Context: an optimization exercise on an open-source flow, tuned for a short achievable clock period and few clock cycles. The choices shown serve that exercise and are no tape-out recipe. In this exercise RTL edits were held to simulation tests only and were not proved equivalent to the original. Power is estimated from default activity; no workload was simulated.

==> module dcache_ctrl, before the edit <==
module dcache_ctrl #(
  parameter int INDEX_BITS = 4
) (
  input  logic        clk,
  input  logic        rst,
  input  logic [31:0] address,
  input  logic [31:0] writeData,
  input  logic        memRead,
  input  logic        memWrite,
  output logic [31:0] readData,
  output logic        hit,
  output logic        memReq,
  output logic        memWe,
  output logic [31:0] memAddr,
  output logic [31:0] memWriteData,
  input  logic        memReady,
  input  logic [31:0] memReadData
);
  localparam int LINE_WORDS = 4;
  localparam int LINES      = 1 << INDEX_BITS;
  localparam int SLOTS      = LINES * LINE_WORDS;
  localparam int TAG_W      = 28 - INDEX_BITS;
  logic [SLOTS-1:0]      wvalid;
  logic [TAG_W-1:0]      tag_arr  [LINES];
  logic [31:0]           data_arr [SLOTS];
  logic                  cv;         
  logic                  hit_q;      
  logic                  cand_q;     
  logic [31:0]           rp_q;
  logic [31:0]           rq0_q;
  logic [31:0]           rq1_q;
  logic                  mreq_q;     
  logic                  mwe_q;      
  logic                  we_q;       
  logic [31:2]           maddr_q;    
  logic [31:0]           mwd_q;      
  logic                  mown_q;     
  logic [SLOTS-1:0]      sdec_q;     
  logic                  rf_active;
  logic [27:0]           rf_line;    
  logic [1:0]            rf_word;    
  logic [1:0]            rf_cnt;     
  logic                  tw_q;       
  logic [SLOTS-1:0]      rfdec_q;    
  logic                  unused_byte_offset;
  assign unused_byte_offset = ^address[1:0];
  logic [31:2]           a;
  logic [1:0]            a_word;
  logic [INDEX_BITS-1:0] a_index;
  logic [TAG_W-1:0]      a_tag;
  logic [5:0]            a_slot;
  assign a       = address[31:2];
  assign a_word  = a[3:2];
  assign a_index = a[3+INDEX_BITS:4];
  assign a_tag   = a[31:4+INDEX_BITS];
  assign a_slot  = a[3+INDEX_BITS:2];
  logic req, is_st, is_ld;
  assign req   = memRead || memWrite;
  assign is_st = memWrite;
  assign is_ld = memRead && !memWrite;
  logic [LINES-1:0] tag_m, word_v;
  always_comb begin
    for (int i = 0; i < LINES; i++) begin
      tag_m[i]  = (tag_arr[i] == a_tag);
      word_v[i] = tag_m[i] && wvalid[i*LINE_WORDS + a_word];
    end
  end
  logic rf_on;    
  assign rf_on = rf_active && !mwe_q;
  logic tag_eq, word_valid, line_pend, match;
  assign tag_eq     = tag_m[a_index];
  assign word_valid = word_v[a_index];
  assign line_pend  = rf_active && (rf_line == a[31:4]);
  assign match      = rf_on && ({rf_line, rf_word} == a);
  assign memReq       = mreq_q;
  assign memWe        = we_q;
  assign memAddr      = {maddr_q, 2'b00};
  assign memWriteData = mwd_q;
  logic rf_beat, rf_last, rf_busy;
  assign rf_beat = rf_on && memReady;
  assign rf_last = rf_beat && (rf_cnt == 2'd3);
  assign rf_busy = rf_active && !rf_last;    
  logic done, act;
  assign done = hit_q || (cand_q && memReady);
  assign act  = req && !done;    
  assign hit  = done;
  assign readData = rq0_q | rq1_q | (memReadData & rp_q);
  logic ld_go;    
  assign ld_go = act && is_ld && !line_pend && !rf_busy;
  logic start_rf;
  assign start_rf = ld_go && !word_valid;
  logic ld_next;
  assign ld_next = cv && (start_rf ||
                   (line_pend && !rf_last && !match &&
                    ((rf_beat ? rf_word + 2'd1 : rf_word) == a_word)));
  logic st_hold, ld_cand;
  assign st_hold = act && is_st;              
  assign ld_cand = act && is_ld && ld_next;   
  always_ff @(posedge clk or posedge rst) begin
    if (rst) begin
      cv        <= 1'b0;
      hit_q     <= 1'b0;
      cand_q    <= 1'b0;
      mreq_q    <= 1'b0;
      mwe_q     <= 1'b0;
      we_q      <= 1'b0;
      rf_active <= 1'b0;
      tw_q      <= 1'b0;
      wvalid    <= '0;
    end else begin
      cv     <= act;
      hit_q  <= act && is_ld && (word_valid || (match && memReady));
      cand_q <= st_hold || ld_cand;
      rf_active <= rf_busy || start_rf;
      tw_q      <= start_rf;
      mreq_q    <= st_hold || rf_busy || start_rf;
      mwe_q     <= st_hold;
      we_q      <= st_hold || !(rf_busy || start_rf);
      for (int s = 0; s < SLOTS; s++) begin
        if (rf_beat && rfdec_q[s]) wvalid[s] <= 1'b1;
      end
      for (int i = 0; i < LINES; i++) begin
        if (ld_go && !word_v[i] && a_index == i) wvalid[i*LINE_WORDS +: LINE_WORDS] <= '0;
      end
    end
  end
  logic [31:0] lo_n, hi_n;
  logic        pass_n;
  assign lo_n = match ? memReadData : (a_slot[5] ? 32'd0 : data_arr[{1'b0, a_slot[4:0]}]);
  assign hi_n = (match || !a_slot[5]) ? 32'd0 : data_arr[{1'b1, a_slot[4:0]}];
  assign pass_n  = cv && !match;
  logic [31:0] wdata;
  assign wdata = mwe_q ? writeData : memReadData;    
  always_ff @(posedge clk) begin
    rp_q  <= lo_n | {32{pass_n}};
    rq0_q <= lo_n & {32{!pass_n}};
    rq1_q <= hi_n & {32{!pass_n}};
    if (rf_busy) begin
      rf_line <= rf_line;
      rf_word <= rf_beat ? rf_word + 2'd1 : rf_word;
      rf_cnt  <= rf_beat ? rf_cnt + 2'd1 : rf_cnt;
      if (rf_beat) begin
        for (int s = 0; s < SLOTS; s++) begin
          rfdec_q[s] <= rfdec_q[(s & ~(LINE_WORDS-1)) | ((s + LINE_WORDS - 1) & (LINE_WORDS-1))];
        end
      end
    end else begin
      rf_line <= a[31:4];
      rf_word <= a_word;
      rf_cnt  <= 2'd0;
      for (int s = 0; s < SLOTS; s++) rfdec_q[s] <= (a_slot == s);
    end
    if (rf_busy && !st_hold) maddr_q <= {rf_line, rf_beat ? rf_word + 2'd1 : rf_word};
    else                     maddr_q <= a;
    mwd_q <= writeData;
    if (!mwe_q) begin
      mown_q <= tag_eq;
      for (int s = 0; s < SLOTS; s++) sdec_q[s] <= (a_slot == s);
    end
    for (int s = 0; s < SLOTS; s++) begin
      if ((rf_on && rfdec_q[s]) ||
          (mwe_q && mown_q && sdec_q[s])) data_arr[s] <= wdata;
    end
    if (tw_q) tag_arr[rf_line[INDEX_BITS-1:0]] <= rf_line[27:INDEX_BITS];
  end
endmodule
clock: 6.0 ns
lec_check: 0
abc_clock_period_in_ps: 500
cap_margin: 20
core_margin: 2
core_utilization: 55
setup_slack_margin: 3.5
slew_margin: 20
run.sh (not shown) runs the stock make flow with config.mk's settings and CLKGATE_MAP_FILE= SYNTH_SCRIPT=/design/flow/synth_recipe.tcl, a recipe that flattens the netlist after the stock synthesis.
Testbench counts at the start, summed over its fixed seeds: cycles 44,488.
Rerun with:
--- a/flow/design.v
+++ b/flow/design.v
@@ -30,14 +30,17 @@
   logic [31:0]           rq0_q;
   logic [31:0]           rq1_q;
   logic                  mreq_q;     
   logic                  mwe_q;      
   logic                  we_q;       
-  logic [31:2]           maddr_q;    
-  logic [31:0]           mwd_q;      
+  logic                  nc_q;       
+  logic [31:2]           ap_q, aq_q;
+  logic                  pw_q;       
   logic                  mown_q;     
   logic [SLOTS-1:0]      sdec_q;     
+  logic [5:0]            sslot_q;    
+  logic [31:0]           sd_q;       
   logic                  rf_active;
   logic [27:0]           rf_line;    
   logic [1:0]            rf_word;    
   logic [1:0]            rf_cnt;     
   logic                  tw_q;       
@@ -70,54 +73,65 @@
   logic tag_eq, word_valid, line_pend, match;
   assign tag_eq     = tag_m[a_index];
   assign word_valid = word_v[a_index];
   assign line_pend  = rf_active && (rf_line == a[31:4]);
   assign match      = rf_on && ({rf_line, rf_word} == a);
-  assign memReq       = mreq_q;
+  logic st_now;    
+  assign st_now       = memWrite && nc_q;
+  assign memReq       = mreq_q || st_now;
   assign memWe        = we_q;
-  assign memAddr      = {maddr_q, 2'b00};
-  assign memWriteData = mwd_q;
+  assign memAddr      = {aq_q | (a & ap_q), 2'b00};
+  assign memWriteData = writeData;
   logic rf_beat, rf_last, rf_busy;
   assign rf_beat = rf_on && memReady;
   assign rf_last = rf_beat && (rf_cnt == 2'd3);
   assign rf_busy = rf_active && !rf_last;    
   logic done, act;
-  assign done = hit_q || (cand_q && memReady);
+  assign done = hit_q || (memReady && (cand_q || st_now));
   assign act  = req && !done;    
   assign hit  = done;
   assign readData = rq0_q | rq1_q | (memReadData & rp_q);
+  logic blk, blkd_q, cvx;
+  assign blk = pw_q && mown_q && (a_slot == sslot_q);
+  assign cvx = cv && !blkd_q;
   logic ld_go;    
   assign ld_go = act && is_ld && !line_pend && !rf_busy;
   logic start_rf;
   assign start_rf = ld_go && !word_valid;
   logic ld_next;
-  assign ld_next = cv && (start_rf ||
+  assign ld_next = cvx && (start_rf ||
                    (line_pend && !rf_last && !match &&
                     ((rf_beat ? rf_word + 2'd1 : rf_word) == a_word)));
   logic st_hold, ld_cand;
   assign st_hold = act && is_st;              
   assign ld_cand = act && is_ld && ld_next;   
   always_ff @(posedge clk or posedge rst) begin
     if (rst) begin
       cv        <= 1'b0;
       hit_q     <= 1'b0;
       cand_q    <= 1'b0;
+      nc_q      <= 1'b0;
+      pw_q      <= 1'b0;
+      blkd_q    <= 1'b0;
       mreq_q    <= 1'b0;
       mwe_q     <= 1'b0;
       we_q      <= 1'b0;
       rf_active <= 1'b0;
       tw_q      <= 1'b0;
       wvalid    <= '0;
     end else begin
       cv     <= act;
-      hit_q  <= act && is_ld && (word_valid || (match && memReady));
+      hit_q  <= act && is_ld && !blk && (word_valid || (match && memReady));
       cand_q <= st_hold || ld_cand;
       rf_active <= rf_busy || start_rf;
       tw_q      <= start_rf;
       mreq_q    <= st_hold || rf_busy || start_rf;
       mwe_q     <= st_hold;
       we_q      <= st_hold || !(rf_busy || start_rf);
+      nc_q      <= !(st_hold || rf_busy || start_rf) && !act;
+      pw_q      <= st_now && memReady;
+      blkd_q    <= blk;
       for (int s = 0; s < SLOTS; s++) begin
         if (rf_beat && rfdec_q[s]) wvalid[s] <= 1'b1;
       end
       for (int i = 0; i < LINES; i++) begin
         if (ld_go && !word_v[i] && a_index == i) wvalid[i*LINE_WORDS +: LINE_WORDS] <= '0;
@@ -126,13 +140,15 @@
   end
   logic [31:0] lo_n, hi_n;
   logic        pass_n;
   assign lo_n = match ? memReadData : (a_slot[5] ? 32'd0 : data_arr[{1'b0, a_slot[4:0]}]);
   assign hi_n = (match || !a_slot[5]) ? 32'd0 : data_arr[{1'b1, a_slot[4:0]}];
-  assign pass_n  = cv && !match;
+  assign pass_n  = cvx && !match;
+  logic        st_w;
   logic [31:0] wdata;
-  assign wdata = mwe_q ? writeData : memReadData;    
+  assign st_w  = mwe_q || pw_q;
+  assign wdata = st_w ? sd_q : memReadData;
   always_ff @(posedge clk) begin
     rp_q  <= lo_n | {32{pass_n}};
     rq0_q <= lo_n & {32{!pass_n}};
     rq1_q <= hi_n & {32{!pass_n}};
     if (rf_busy) begin
@@ -148,19 +164,25 @@
       rf_line <= a[31:4];
       rf_word <= a_word;
       rf_cnt  <= 2'd0;
       for (int s = 0; s < SLOTS; s++) rfdec_q[s] <= (a_slot == s);
     end
-    if (rf_busy && !st_hold) maddr_q <= {rf_line, rf_beat ? rf_word + 2'd1 : rf_word};
-    else                     maddr_q <= a;
-    mwd_q <= writeData;
+    if (rf_busy && !st_hold) begin
+      ap_q <= {rf_line, rf_beat ? rf_word + 2'd1 : rf_word};
+      aq_q <= {rf_line, rf_beat ? rf_word + 2'd1 : rf_word};
+    end else begin
+      ap_q <= '1;
+      aq_q <= '0;
+    end
     if (!mwe_q) begin
-      mown_q <= tag_eq;
+      mown_q  <= tag_eq;
+      sslot_q <= a_slot;
+      sd_q    <= writeData;
       for (int s = 0; s < SLOTS; s++) sdec_q[s] <= (a_slot == s);
     end
     for (int s = 0; s < SLOTS; s++) begin
       if ((rf_on && rfdec_q[s]) ||
-          (mwe_q && mown_q && sdec_q[s])) data_arr[s] <= wdata;
+          (st_w && mown_q && sdec_q[s])) data_arr[s] <= wdata;
     end
     if (tw_q) tag_arr[rf_line[INDEX_BITS-1:0]] <= rf_line[27:INDEX_BITS];
   end
 endmodule
Result:
- total power went up by 3.5%
- cell area went up by 0.37%
- combinational power came out higher by about 7%
- non-clock buffer count came out higher by 17
- utilization went down by 0.84 points
- critical path depth rises by 1
- worst setup slack degrades by 0.17 ns
- synthesized area increases by 1.9%
- cell count rises by 1.7%
- via count grows by 0.78%
- clock-buffer cell count goes up by 3
Testbench counts after the change, summed over its fixed seeds: cycles 42,733.

-- static timing again, ports no longer ideal --
Ports are ideal in the flow. The routed layouts listed here were re-timed in OpenROAD.
Step 1 assumes that a clkbuf_16 drives the clock port and a buf_2 every other input.
Step 2 times the ports against the registers' clock, not the clock port: input delays grow and output delays shrink by t, the midpoint of the rising clock arrivals with the driver on.
a / b / c = ideal ports / drivers / drivers and shift; a / b = the first two.
run | shift t [ns] | slack for setup (ns) | slew at the worst register clock pin (ns)
the first run | 1.044 | 2.991 / 2.899 / 2.114 | 0.07 / 0.07
the second run | 1.020 | 2.818 / 2.788 / 2.098 | 0.07 / 0.07
After both steps every run listed still meets setup and hold. For the first run, which loses most, drivers alone change the setup slack by -0.092 ns; drivers and shift together by -0.877 ns.
